Background: an optimization exercise with open tools, aiming at small area. Do not read the settings as production practice.
The RTL was checked by simulation tests, not by an equivalence proof against the original design.
Power and IR drop assume default switching activity.

<file path="design.v">
package rv_isa_pkg;
	localparam int XLEN       = 64;
	localparam int REG_ADDR_W = 5;
	localparam int NUM_REGS   = 32;
	localparam logic [63:0] PC_STEP = 64'd4;
	localparam logic [6:0] OP_LUI    = 7'b0110111;
	localparam logic [6:0] OP_JAL    = 7'b1101111;
	localparam logic [6:0] OP_JALR   = 7'b1100111;
	localparam logic [6:0] OP_BRANCH = 7'b1100011;
	localparam logic [6:0] OP_LOAD   = 7'b0000011;
	localparam logic [6:0] OP_STORE  = 7'b0100011;
	localparam logic [6:0] OP_IMM    = 7'b0010011;
	localparam logic [6:0] OP_REG    = 7'b0110011;
	localparam logic [4:0] UOP_NOP  = 5'd0;
	localparam logic [4:0] UOP_ADD  = 5'd1;
	localparam logic [4:0] UOP_SUB  = 5'd2;
	localparam logic [4:0] UOP_AND  = 5'd3;
	localparam logic [4:0] UOP_OR   = 5'd4;
	localparam logic [4:0] UOP_XOR  = 5'd5;
	localparam logic [4:0] UOP_ADDI = 5'd6;
	localparam logic [4:0] UOP_LUI  = 5'd7;
	localparam logic [4:0] UOP_BEQ  = 5'd8;
	localparam logic [4:0] UOP_BNE  = 5'd9;
	localparam logic [4:0] UOP_BLT  = 5'd10;
	localparam logic [4:0] UOP_BGE  = 5'd11;
	localparam logic [4:0] UOP_BLTU = 5'd12;
	localparam logic [4:0] UOP_BGEU = 5'd13;
	localparam logic [4:0] UOP_JAL  = 5'd14;
	localparam logic [4:0] UOP_JALR = 5'd15;
	localparam logic [4:0] UOP_LD   = 5'd16;
	localparam logic [4:0] UOP_SD   = 5'd17;
	localparam logic [2:0] F3_ADD  = 3'b000;
	localparam logic [2:0] F3_XOR  = 3'b100;
	localparam logic [2:0] F3_OR   = 3'b110;
	localparam logic [2:0] F3_AND  = 3'b111;
	localparam logic [2:0] F3_DW   = 3'b011;
	localparam logic [2:0] F3_BEQ  = 3'b000;
	localparam logic [2:0] F3_BNE  = 3'b001;
	localparam logic [2:0] F3_BLT  = 3'b100;
	localparam logic [2:0] F3_BGE  = 3'b101;
	localparam logic [2:0] F3_BLTU = 3'b110;
	localparam logic [2:0] F3_BGEU = 3'b111;
	localparam logic [6:0] F7_BASE = 7'b0000000;
	localparam logic [6:0] F7_ALT  = 7'b0100000;
endpackage
`timescale 1ns/10ps
module id_decoder (
	input  logic [31:0] inst_i,
	output logic [4:0]  uop_o,
	output logic        rs1_en_o,
	output logic        rs2_en_o,
	output logic        rd_en_o,
	output logic [4:0]  rd_o,
	output logic        is_branch_o,
	output logic        is_load_o,
	output logic        is_store_o,
	output logic [63:0] imm_o
);
	logic [6:0] opc;
	logic [2:0] funct3;
	logic [6:0] funct7;
	logic [63:0] imm_i;
	logic [63:0] imm_s;
	logic [63:0] imm_b;
	logic [63:0] imm_u;
	logic [63:0] imm_j;
	assign opc    = inst_i[6:0];
	assign funct3 = inst_i[14:12];
	assign funct7 = inst_i[31:25];
	assign imm_i = {{52{inst_i[31]}}, inst_i[31:20]};
	assign imm_s = {{52{inst_i[31]}}, inst_i[31:25], inst_i[11:7]};
	assign imm_b = {{51{inst_i[31]}}, inst_i[31], inst_i[7],
		inst_i[30:25], inst_i[11:8], 1'b0};
	assign imm_u = {{32{inst_i[31]}}, inst_i[31:12], 12'b0};
	assign imm_j = {{43{inst_i[31]}}, inst_i[31], inst_i[19:12],
		inst_i[20], inst_i[30:21], 1'b0};
	always_comb begin
		uop_o       = rv_isa_pkg::UOP_NOP;
		rs1_en_o    = 1'b0;
		rs2_en_o    = 1'b0;
		rd_en_o     = 1'b0;
		is_branch_o = 1'b0;
		is_load_o   = 1'b0;
		is_store_o  = 1'b0;
		imm_o       = '0;
		rd_o        = inst_i[11:7];
		case (opc)
			rv_isa_pkg::OP_LUI: begin
				uop_o   = rv_isa_pkg::UOP_LUI;
				rd_en_o = 1'b1;
				imm_o   = imm_u;
			end
			rv_isa_pkg::OP_JAL: begin
				uop_o   = rv_isa_pkg::UOP_JAL;
				rd_en_o = 1'b1;
				imm_o   = imm_j;
			end
			rv_isa_pkg::OP_JALR: begin
				if (funct3 == rv_isa_pkg::F3_ADD) begin
					uop_o    = rv_isa_pkg::UOP_JALR;
					rs1_en_o = 1'b1;
					rd_en_o  = 1'b1;
					imm_o    = imm_i;
				end
			end
			rv_isa_pkg::OP_BRANCH: begin
				case (funct3)
					rv_isa_pkg::F3_BEQ:  uop_o = rv_isa_pkg::UOP_BEQ;
					rv_isa_pkg::F3_BNE:  uop_o = rv_isa_pkg::UOP_BNE;
					rv_isa_pkg::F3_BLT:  uop_o = rv_isa_pkg::UOP_BLT;
					rv_isa_pkg::F3_BGE:  uop_o = rv_isa_pkg::UOP_BGE;
					rv_isa_pkg::F3_BLTU: uop_o = rv_isa_pkg::UOP_BLTU;
					rv_isa_pkg::F3_BGEU: uop_o = rv_isa_pkg::UOP_BGEU;
					default:             uop_o = rv_isa_pkg::UOP_NOP;
				endcase
				if (uop_o != rv_isa_pkg::UOP_NOP) begin
					rs1_en_o    = 1'b1;
					rs2_en_o    = 1'b1;
					is_branch_o = 1'b1;
					imm_o       = imm_b;
				end
			end
			rv_isa_pkg::OP_LOAD: begin
				if (funct3 == rv_isa_pkg::F3_DW) begin
					uop_o     = rv_isa_pkg::UOP_LD;
					rs1_en_o  = 1'b1;
					rd_en_o   = 1'b1;
					is_load_o = 1'b1;
					imm_o     = imm_i;
				end
			end
			rv_isa_pkg::OP_STORE: begin
				if (funct3 == rv_isa_pkg::F3_DW) begin
					uop_o      = rv_isa_pkg::UOP_SD;
					rs1_en_o   = 1'b1;
					rs2_en_o   = 1'b1;
					is_store_o = 1'b1;
					imm_o      = imm_s;
				end
			end
			rv_isa_pkg::OP_IMM: begin
				if (funct3 == rv_isa_pkg::F3_ADD) begin
					uop_o    = rv_isa_pkg::UOP_ADDI;
					rs1_en_o = 1'b1;
					rd_en_o  = 1'b1;
					imm_o    = imm_i;
				end
			end
			rv_isa_pkg::OP_REG: begin
				case ({funct7, funct3})
					{rv_isa_pkg::F7_BASE, rv_isa_pkg::F3_ADD}: uop_o = rv_isa_pkg::UOP_ADD;
					{rv_isa_pkg::F7_ALT,  rv_isa_pkg::F3_ADD}: uop_o = rv_isa_pkg::UOP_SUB;
					{rv_isa_pkg::F7_BASE, rv_isa_pkg::F3_AND}: uop_o = rv_isa_pkg::UOP_AND;
					{rv_isa_pkg::F7_BASE, rv_isa_pkg::F3_OR}:  uop_o = rv_isa_pkg::UOP_OR;
					{rv_isa_pkg::F7_BASE, rv_isa_pkg::F3_XOR}: uop_o = rv_isa_pkg::UOP_XOR;
					default:                                   uop_o = rv_isa_pkg::UOP_NOP;
				endcase
				if (uop_o != rv_isa_pkg::UOP_NOP) begin
					rs1_en_o = 1'b1;
					rs2_en_o = 1'b1;
					rd_en_o  = 1'b1;
				end
			end
			default: begin
				uop_o = rv_isa_pkg::UOP_NOP;
			end
		endcase
		if (rd_o == '0 || is_branch_o || is_store_o) begin
			rd_en_o = 1'b0;
		end
	end
endmodule
`timescale 1ns/10ps
module id_regfile (
	input  logic        clk,
	input  logic        rst_i,
	input  logic [4:0]  rs1_addr_i,
	input  logic [4:0]  rs2_addr_i,
	output logic [63:0] rs1_data_o,
	output logic [63:0] rs2_data_o,
	input  logic        wr_valid_i,
	input  logic [4:0]  wr_addr_i,
	input  logic [63:0] wr_data_i
);
	logic [63:0] regs [0:31];
	always_ff @(posedge clk) begin
		if (rst_i) begin
			for (int i = 0; i < 32; i++) regs[i] <= '0;
		end else if (wr_valid_i && wr_addr_i != '0) begin
			regs[wr_addr_i] <= wr_data_i;
		end
	end
	assign rs1_data_o = (rs1_addr_i == '0) ? '0 : regs[rs1_addr_i];
	assign rs2_data_o = (rs2_addr_i == '0) ? '0 : regs[rs2_addr_i];
endmodule
`timescale 1ns/10ps
module id_operand_fwd (
	input  logic        rs1_en_i,
	input  logic        rs2_en_i,
	input  logic [4:0]  rs1_i,
	input  logic [4:0]  rs2_i,
	input  logic [63:0] rs1_data_i,
	input  logic [63:0] rs2_data_i,
	input  logic        ex_valid_i,
	input  logic [4:0]  ex_addr_i,
	input  logic [63:0] ex_data_i,
	input  logic        ls_valid_i,
	input  logic [4:0]  ls_addr_i,
	input  logic [63:0] ls_data_i,
	input  logic        wb_valid_i,
	input  logic [4:0]  wb_addr_i,
	input  logic [63:0] wb_data_i,
	input  logic        ex_is_load_i,
	output logic [63:0] op1_o,
	output logic [63:0] op2_o,
	output logic        load_use_o
);
	logic ex1_hit, ls1_hit, wb1_hit;
	logic ex2_hit, ls2_hit, wb2_hit;
	assign ex1_hit = ex_valid_i && rs1_en_i && (rs1_i != '0) && (ex_addr_i == rs1_i);
	assign ls1_hit = ls_valid_i && rs1_en_i && (rs1_i != '0) && (ls_addr_i == rs1_i);
	assign wb1_hit = wb_valid_i && rs1_en_i && (rs1_i != '0) && (wb_addr_i == rs1_i);
	assign ex2_hit = ex_valid_i && rs2_en_i && (rs2_i != '0) && (ex_addr_i == rs2_i);
	assign ls2_hit = ls_valid_i && rs2_en_i && (rs2_i != '0) && (ls_addr_i == rs2_i);
	assign wb2_hit = wb_valid_i && rs2_en_i && (rs2_i != '0) && (wb_addr_i == rs2_i);
	always_comb begin
		if (!rs1_en_i)                   op1_o = '0;
		else if (ex1_hit && !ex_is_load_i) op1_o = ex_data_i;
		else if (ls1_hit)                op1_o = ls_data_i;
		else if (wb1_hit)                op1_o = wb_data_i;
		else                             op1_o = rs1_data_i;
	end
	always_comb begin
		if (!rs2_en_i)                   op2_o = '0;
		else if (ex2_hit && !ex_is_load_i) op2_o = ex_data_i;
		else if (ls2_hit)                op2_o = ls_data_i;
		else if (wb2_hit)                op2_o = wb_data_i;
		else                             op2_o = rs2_data_i;
	end
	assign load_use_o = ex_is_load_i && (ex1_hit || ex2_hit);
endmodule
`timescale 1ns/10ps
module id_branch_resolve (
	input  logic [4:0]  uop_i,
	input  logic [63:0] imm_i,
	input  logic [63:0] pc_i,
	input  logic [63:0] op1_i,
	input  logic [63:0] op2_i,
	input  logic        bpu_taken_i,
	output logic        jump_o,
	output logic [63:0] jump_pc_o
);
	logic eq, lt_s, lt_u;
	logic is_cond;
	logic taken;
	logic [63:0] jalr_sum;
	assign eq   = (op1_i == op2_i);
	assign lt_s = ($signed(op1_i) < $signed(op2_i));
	assign lt_u = (op1_i < op2_i);
	assign is_cond = (uop_i == rv_isa_pkg::UOP_BEQ) || (uop_i == rv_isa_pkg::UOP_BNE)
		|| (uop_i == rv_isa_pkg::UOP_BLT) || (uop_i == rv_isa_pkg::UOP_BGE)
		|| (uop_i == rv_isa_pkg::UOP_BLTU) || (uop_i == rv_isa_pkg::UOP_BGEU);
	always_comb begin
		case (uop_i)
			rv_isa_pkg::UOP_BEQ:  taken = eq;
			rv_isa_pkg::UOP_BNE:  taken = !eq;
			rv_isa_pkg::UOP_BLT:  taken = lt_s;
			rv_isa_pkg::UOP_BGE:  taken = !lt_s;
			rv_isa_pkg::UOP_BLTU: taken = lt_u;
			rv_isa_pkg::UOP_BGEU: taken = !lt_u;
			default:              taken = 1'b0;
		endcase
	end
	assign jump_o = (uop_i == rv_isa_pkg::UOP_JALR)
		|| ((uop_i == rv_isa_pkg::UOP_JAL) && !bpu_taken_i)
		|| (is_cond && (taken != bpu_taken_i));
	assign jalr_sum = op1_i + imm_i;
	always_comb begin
		if (uop_i == rv_isa_pkg::UOP_JALR)
			jump_pc_o = {jalr_sum[63:1], 1'b0};
		else if (is_cond && bpu_taken_i && !taken)
			jump_pc_o = pc_i + rv_isa_pkg::PC_STEP;
		else
			jump_pc_o = pc_i + imm_i;
	end
endmodule
`timescale 1ns/10ps
module id_stage (
	input  logic        clk,
	input  logic        rst_i,
	input  logic [31:0] inst_i,
	input  logic [63:0] pc_i,
	input  logic        if_valid_i,
	input  logic        bpu_taken_i,
	input  logic        ex_fwd_valid_i,
	input  logic [4:0]  ex_fwd_addr_i,
	input  logic [63:0] ex_fwd_data_i,
	input  logic        ls_fwd_valid_i,
	input  logic [4:0]  ls_fwd_addr_i,
	input  logic [63:0] ls_fwd_data_i,
	input  logic        wb_fwd_valid_i,
	input  logic [4:0]  wb_fwd_addr_i,
	input  logic [63:0] wb_fwd_data_i,
	input  logic        ex_is_load_i,
	input  logic        ex_ready_i,
	output logic        id_ready_o,
	output logic        id_flush_o,
	output logic        jump_o,
	output logic [63:0] jump_pc_o,
	output logic        id_ex_valid_o,
	output logic [4:0]  id_ex_uop_o,
	output logic [63:0] id_ex_op1_o,
	output logic [63:0] id_ex_op2_o,
	output logic [63:0] id_ex_imm_o,
	output logic [4:0]  id_ex_rd_o,
	output logic        id_ex_rd_en_o,
	output logic        id_ex_is_load_o,
	output logic        id_ex_is_store_o,
	output logic [63:0] id_ex_pc_o
);
	logic [4:0]  uop;
	logic        rs1_en, rs2_en, rd_en;
	logic [4:0]  rd;
	logic        is_branch, is_load, is_store;
	logic [63:0] imm;
	logic [4:0]  rs1, rs2;
	logic [63:0] rs1_data, rs2_data;
	logic [63:0] op1, op2;
	logic load_use;
	logic br_jump;
	logic accept;
	assign rs1 = inst_i[19:15];
	assign rs2 = inst_i[24:20];
	id_decoder u_decoder (
		.inst_i      (inst_i),
		.uop_o       (uop),
		.rs1_en_o    (rs1_en),
		.rs2_en_o    (rs2_en),
		.rd_en_o     (rd_en),
		.rd_o        (rd),
		.is_branch_o (is_branch),
		.is_load_o   (is_load),
		.is_store_o  (is_store),
		.imm_o       (imm)
	);
	id_regfile u_regfile (
		.clk        (clk),
		.rst_i      (rst_i),
		.rs1_addr_i (rs1),
		.rs2_addr_i (rs2),
		.rs1_data_o (rs1_data),
		.rs2_data_o (rs2_data),
		.wr_valid_i (wb_fwd_valid_i),
		.wr_addr_i  (wb_fwd_addr_i),
		.wr_data_i  (wb_fwd_data_i)
	);
	id_operand_fwd u_fwd (
		.rs1_en_i     (rs1_en),
		.rs2_en_i     (rs2_en),
		.rs1_i        (rs1),
		.rs2_i        (rs2),
		.rs1_data_i   (rs1_data),
		.rs2_data_i   (rs2_data),
		.ex_valid_i   (ex_fwd_valid_i),
		.ex_addr_i    (ex_fwd_addr_i),
		.ex_data_i    (ex_fwd_data_i),
		.ls_valid_i   (ls_fwd_valid_i),
		.ls_addr_i    (ls_fwd_addr_i),
		.ls_data_i    (ls_fwd_data_i),
		.wb_valid_i   (wb_fwd_valid_i),
		.wb_addr_i    (wb_fwd_addr_i),
		.wb_data_i    (wb_fwd_data_i),
		.ex_is_load_i (ex_is_load_i),
		.op1_o        (op1),
		.op2_o        (op2),
		.load_use_o   (load_use)
	);
	id_branch_resolve u_branch (
		.uop_i       (uop),
		.imm_i       (imm),
		.pc_i        (pc_i),
		.op1_i       (op1),
		.op2_i       (op2),
		.bpu_taken_i (bpu_taken_i),
		.jump_o      (br_jump),
		.jump_pc_o   (jump_pc_o)
	);
	assign id_ready_o = ex_ready_i && !load_use;
	assign accept     = if_valid_i && id_ready_o;
	assign jump_o     = accept && br_jump;
	assign id_flush_o = jump_o;
	always_ff @(posedge clk) begin
		if (rst_i) begin
			id_ex_valid_o    <= 1'b0;
			id_ex_uop_o      <= '0;
			id_ex_op1_o      <= '0;
			id_ex_op2_o      <= '0;
			id_ex_imm_o      <= '0;
			id_ex_rd_o       <= '0;
			id_ex_rd_en_o    <= 1'b0;
			id_ex_is_load_o  <= 1'b0;
			id_ex_is_store_o <= 1'b0;
			id_ex_pc_o       <= '0;
		end else if (ex_ready_i) begin
			if (accept) begin
				id_ex_valid_o    <= 1'b1;
				id_ex_uop_o      <= uop;
				id_ex_op1_o      <= op1;
				id_ex_op2_o      <= op2;
				id_ex_imm_o      <= imm;
				id_ex_rd_o       <= rd;
				id_ex_rd_en_o    <= rd_en;
				id_ex_is_load_o  <= is_load;
				id_ex_is_store_o <= is_store;
				id_ex_pc_o       <= pc_i;
			end else begin
				id_ex_valid_o <= 1'b0;
			end
		end
	end
endmodule
</file>
<file path="run.sh">
#!/bin/bash
# synth_recipe.tcl (not shown) runs the flow's synth.tcl, then flattens the netlist and writes it again
# the make line also repeats each setting of config.mk as NAME=value (left out here)
make -C /OpenROAD-flow-scripts/flow DESIGN_CONFIG=/design/flow/config.mk WORK_HOME=/design/flow/orfs CLKGATE_MAP_FILE= SYNTH_SCRIPT=/design/flow/synth_recipe.tcl finish
</file>
<file path="config.mk">
export PLATFORM = sky130hd
export DESIGN_NAME = id_stage
export DESIGN_NICKNAME = id_stage
export VERILOG_FILES = /design/flow/design.v
export SDC_FILE = /design/flow/constraint.sdc
export NUM_CORES = 4
export LEC_CHECK = 0
export CAP_MARGIN = 20
export CORE_MARGIN = 2
export CORE_UTILIZATION = 30
export SLEW_MARGIN = 20
</file>
<file path="constraint.sdc">
create_clock -name core_clock -period 15.0 [get_ports {clk}]
set_input_delay 3.0000 -clock core_clock [delete_from_list [all_inputs] [get_ports {clk}]]
set_output_delay 3.0000 -clock core_clock [all_outputs]
set_load 0.01 [all_outputs]
</file>
==> reports/metrics.yaml <==
clock_network:
  clockBufferDepth: 4
  cts_tree: "done"
  cts.sinks: 2286
  cts.htree.levels: 5
  cts-root-buf: "clkbuf_16"
  cts_buffers: 265
  clk_latency_ns: 0.95
  path_clk_slew_ns: 0.05
  holdBufCountCts: 0
timing:
  slew_headroom: 0.1633
  period_needed_ns: 14.70
  period_share: 0.9802
  setup_violations: 0
  fin_setup_tns_ns: 0
  rsz0062_at_grt: "false"
  hold_ws_ns: 0.4540
  hold_violations: 0
  worstMarginPinSlew_ns: 1.220
  skew_ns: 0.07050
  fmax_mhz: 68.01
  slew_violations: 0
grt:
  antenna_found_initial: 161
  grt_pass1_wl_um: 801100
  grt_usage: 0.2599
  grt_max_degree: 172
  grt_pass1_vias: 92840
  grt_overflow_total: 0
place:
  io_buffer_count: 648
  routabilityCongestion: 0.9707
  hpwl_um: 382800
pwr:
  power_density_nw_per_um2: 104.6
  leakage_nw: 52.98
  ir_worst_vdd_mv: 0.08773
synthesis:
  synth_cell_type_count: 85
  synthSimpleGateAreaFrac: 0.1491
  synth_top_family_by_area: "multiplexers"
  synthCells: 10060
  yosysTopAreaCell: "edfxtp_1"
  synth_mux_area_frac: 0.2285
  synth_common_cells: "edfxtp_1, and2_1, mux4_2"
  synth_warnings: 5
  synth-compound-area-share: 0.05737
  ys.flop_type: "edfxtp_1"
  synth_area_um2: 131900
  synth-xor-area-share: 0.01375
  synth_fa_ha_area_frac: 0.01822
  syn_area_per_cell_um2: 13.12
  ys_seq_area_frac: 0.5024
  synth_most_common_cell: "edfxtp_1"
  synth_seq_cells: 2286
  synth.area.top_cells: "edfxtp_1, mux4_2, and2_1"
  synth_top_area_frac: 0.4663
  synth-async-reset-ratio: 0
  synth_edf_count: 2048
setup_path:
  critical_path_peak_fanout: 21
  cp_slowest_cell: "or3_2"
  cpLargestDelayFamily: "simple AND/OR/NAND/NOR gates"
  end_kind: "output pin"
  cp_data_arrival_time_ns: 11.70
  cp.required_ns: 12.00
  crit_type: "in2out"
  crit_path_frequent_cell: "nor2_1"
  slowest_delay_ns: 0.78
  critPathLaunchType: "input port"
  crit_buf_inv: 5
floorplanning:
  rows: 243
  die_w_um: 667.0
  die_height_um: 667.0
  initial_core_util: 0.3012
  io_pins: 649
  dieArea_um2: 444900
  core_area_um2: 437800
drt:
  wire_per_inst_um: 36.33
  drtIter0Drc: 16410
  drt-total-wl_um: 597800
  vias: 97520
  antenna_left: 0
  drc: 0
  routed_via_density: 5.926
  drt-pass1-iter-count: 6
layout:
  layout.nets: 10920
  areaGrowthSynthToFinish_pct: 17.05
  drive_above_1_share: 0.2008
  fillCellCount: 42160
run:
  maxCapViolations: 0
outcome:
  status: "no timing/DRC/antenna violations"
min_path:
  min_path_type: "reg2reg"
==> layout make-up <==
| cell class | count | area (um^2) | share of cell area |
|---|---|---|---|
| Timing Repair Buffer | 1014 | 10000 | 0.06480 |
| Multi-Input combinational cell | 6801 | 62260 | 0.4033 |
| Sequential cell | 2286 | 66260 | 0.4293 |
| Tap cell | 5757 | 7203 | 0.04666 |
| Inverter | 51 | 196.4 | 0.001272 |
| Clock buffer | 334 | 7121 | 0.04613 |
| Antenna cell | 84 | 210.2 | 0.001362 |
| Clock inverter | 129 | 1115 | 0.007222 |
==> cells by family (layout without fill, tap and decap cells) <==
kind of cell    count (synthesis)  count (layout)
buf+inv                      1033            1528
other cells                     1             148
compound gates               1279            1279
xor+xnor                      207             207
flops                        2286            2286
mux                          1423            1423
simple gates                 3635            3637
fa+ha+maj                     191             191
==> worst paths after layout <==
path / endpoint / depth (start not counted) / slack (ns) / start
setup reg to reg: id_ex_op1_o[1] / 13 / 11.13 / u_regfile.regs[14][1]
hold reg to reg: id_ex_pc_o[48] / 2 / 0.45 / id_ex_pc_o[48]
setup / recovery: jump_pc_o[10] / 31 / 0.30 / inst_i[3]
hold / removal: id_ex_pc_o[48] / 2 / 0.45 / id_ex_pc_o[48]
==> cell usage in the layout, fill, tap and decap left out, types with 32 or more instances in the layout <==
cell type	netlist	layout
clkinv_2	0	42
and3_1	34	33
and2_1	1975	1973
a21oi_1	554	554
conb_1	1	64
nor2_4	0	34
mux2i_1	146	142
a211oi_1	32	32
xor2_1	95	95
o21ai_0	303	302
xnor2_1	112	112
inv_1	51	49
nand2b_1	87	87
buf_12	0	58
nand4_1	45	45
nand3_1	64	63
buf_4	33	306
dfxtp_1	238	237
o211ai_1	32	32
clkbuf_1	830	55
edfxtp_1	2048	2048
clkinv_1	0	49
nand2_1	809	806
a21o_1	112	112
mux4_2	1269	1269
clkbuf_16	0	273
nor3_1	71	69
ha_1	188	188
o311ai_0	63	61
diode_2	0	84
clkdlybuf4s50_1	0	629
nor2_1	398	362
==> flip-flops by register name, summed over array words and instances (netlist names) <==
signal            cells
id_ex_imm_o          32
id_ex_is_load_o       1
id_ex_is_store_o      1
id_ex_op1_o          64
id_ex_op2_o          64
id_ex_pc_o           64
id_ex_rd_en_o         1
id_ex_rd_o            5
id_ex_uop_o           5
id_ex_valid_o         1
u_regfile.regs     2048
==> timing repair <==
action | 4_1_cts | 5_1_grt
buffers inserted | 0 | 0
gates resized for setup | 0 | 4
setup endpoints to repair | 0 | 10
hold endpoints to repair | 0 | 0
==> report_power, final <==
part | total, mW | leakage, nW | internal (mW) | switching [mW]
Sequential | 7.42 | 21.4 | 7.26 | 0.159
Combinational | 2.31 | 27.5 | 0.948 | 1.36
Clock | 6.42 | 4.04 | 3.60 | 2.82
Total | 16.1 | 53.0 | 11.8 | 4.34
==> routing by layer <==
| layer | vias up | wire (um) | track usage |
|---|---|---|---|
| met5 | - | 189 | 0 |
| met4 | 28 | 41470 | 0.1600 |
| met3 | 1532 | 74880 | 0.06973 |
| met2 | 7452 | 267700 | 0.3977 |
| met1 | 49880 | 213600 | 0.3276 |
| li1 | 38630 | - | - |
==> through the flow <==
step	power [mW]	utilization	area (um^2)	cells	worst slack, ns
2_1_floorplan	8.745	-	132100	10120	0.1956
3_3_place_gp	9.760	0.3331	145900	15900	0.3404
3_5_place_dp	9.783	0.3332	145900	15900	0.3854
4_1_cts	16.09	0.3520	154100	16370	0.3550
5_1_grt	16.46	0.3524	154300	16420	0.01121
6_report	16.15	0.3526	154400	16460	0.2967
==> worst register-to-register path, stage by stage, from the launching register on <==
cell and delay (ns):
edfxtp_1 0.41, mux4_2 0.48, mux4_2 0.54, mux2i_1 0.67
nor2_1 0.10, a21oi_1 0.14, nand2_1 0.06, o21ai_0 0.15
nor2_1 0.12, a21oi_1 0.24, nor2_1 0.22, buf_4 0.24
nand2_1 0.24, a21oi_1 0.11

[what the ideal ports hide]
In the flow no input, the clock included, has a driving cell. The finished layout below was timed again as built, in two steps. Step 1 assumes that a clkbuf_16 drives the clock port and a buf_2 every other input. Step 2 moves the port delays by t, midway between the first and last clock arrival at a register: inputs arrive t later, outputs are due t later. That takes back most of the time a late clock gives input paths. Three values: ideal, step 1, step 2; two values: the first two.
t (ns): 1.028
slack for setup (ns): 0.297 / 0.194 / 0.194
pins driven straight from the clock port: 1
After both steps this run still meets setup and hold. The setup slack of this run moves by -0.103 ns with the drivers and by -0.103 ns with both steps.
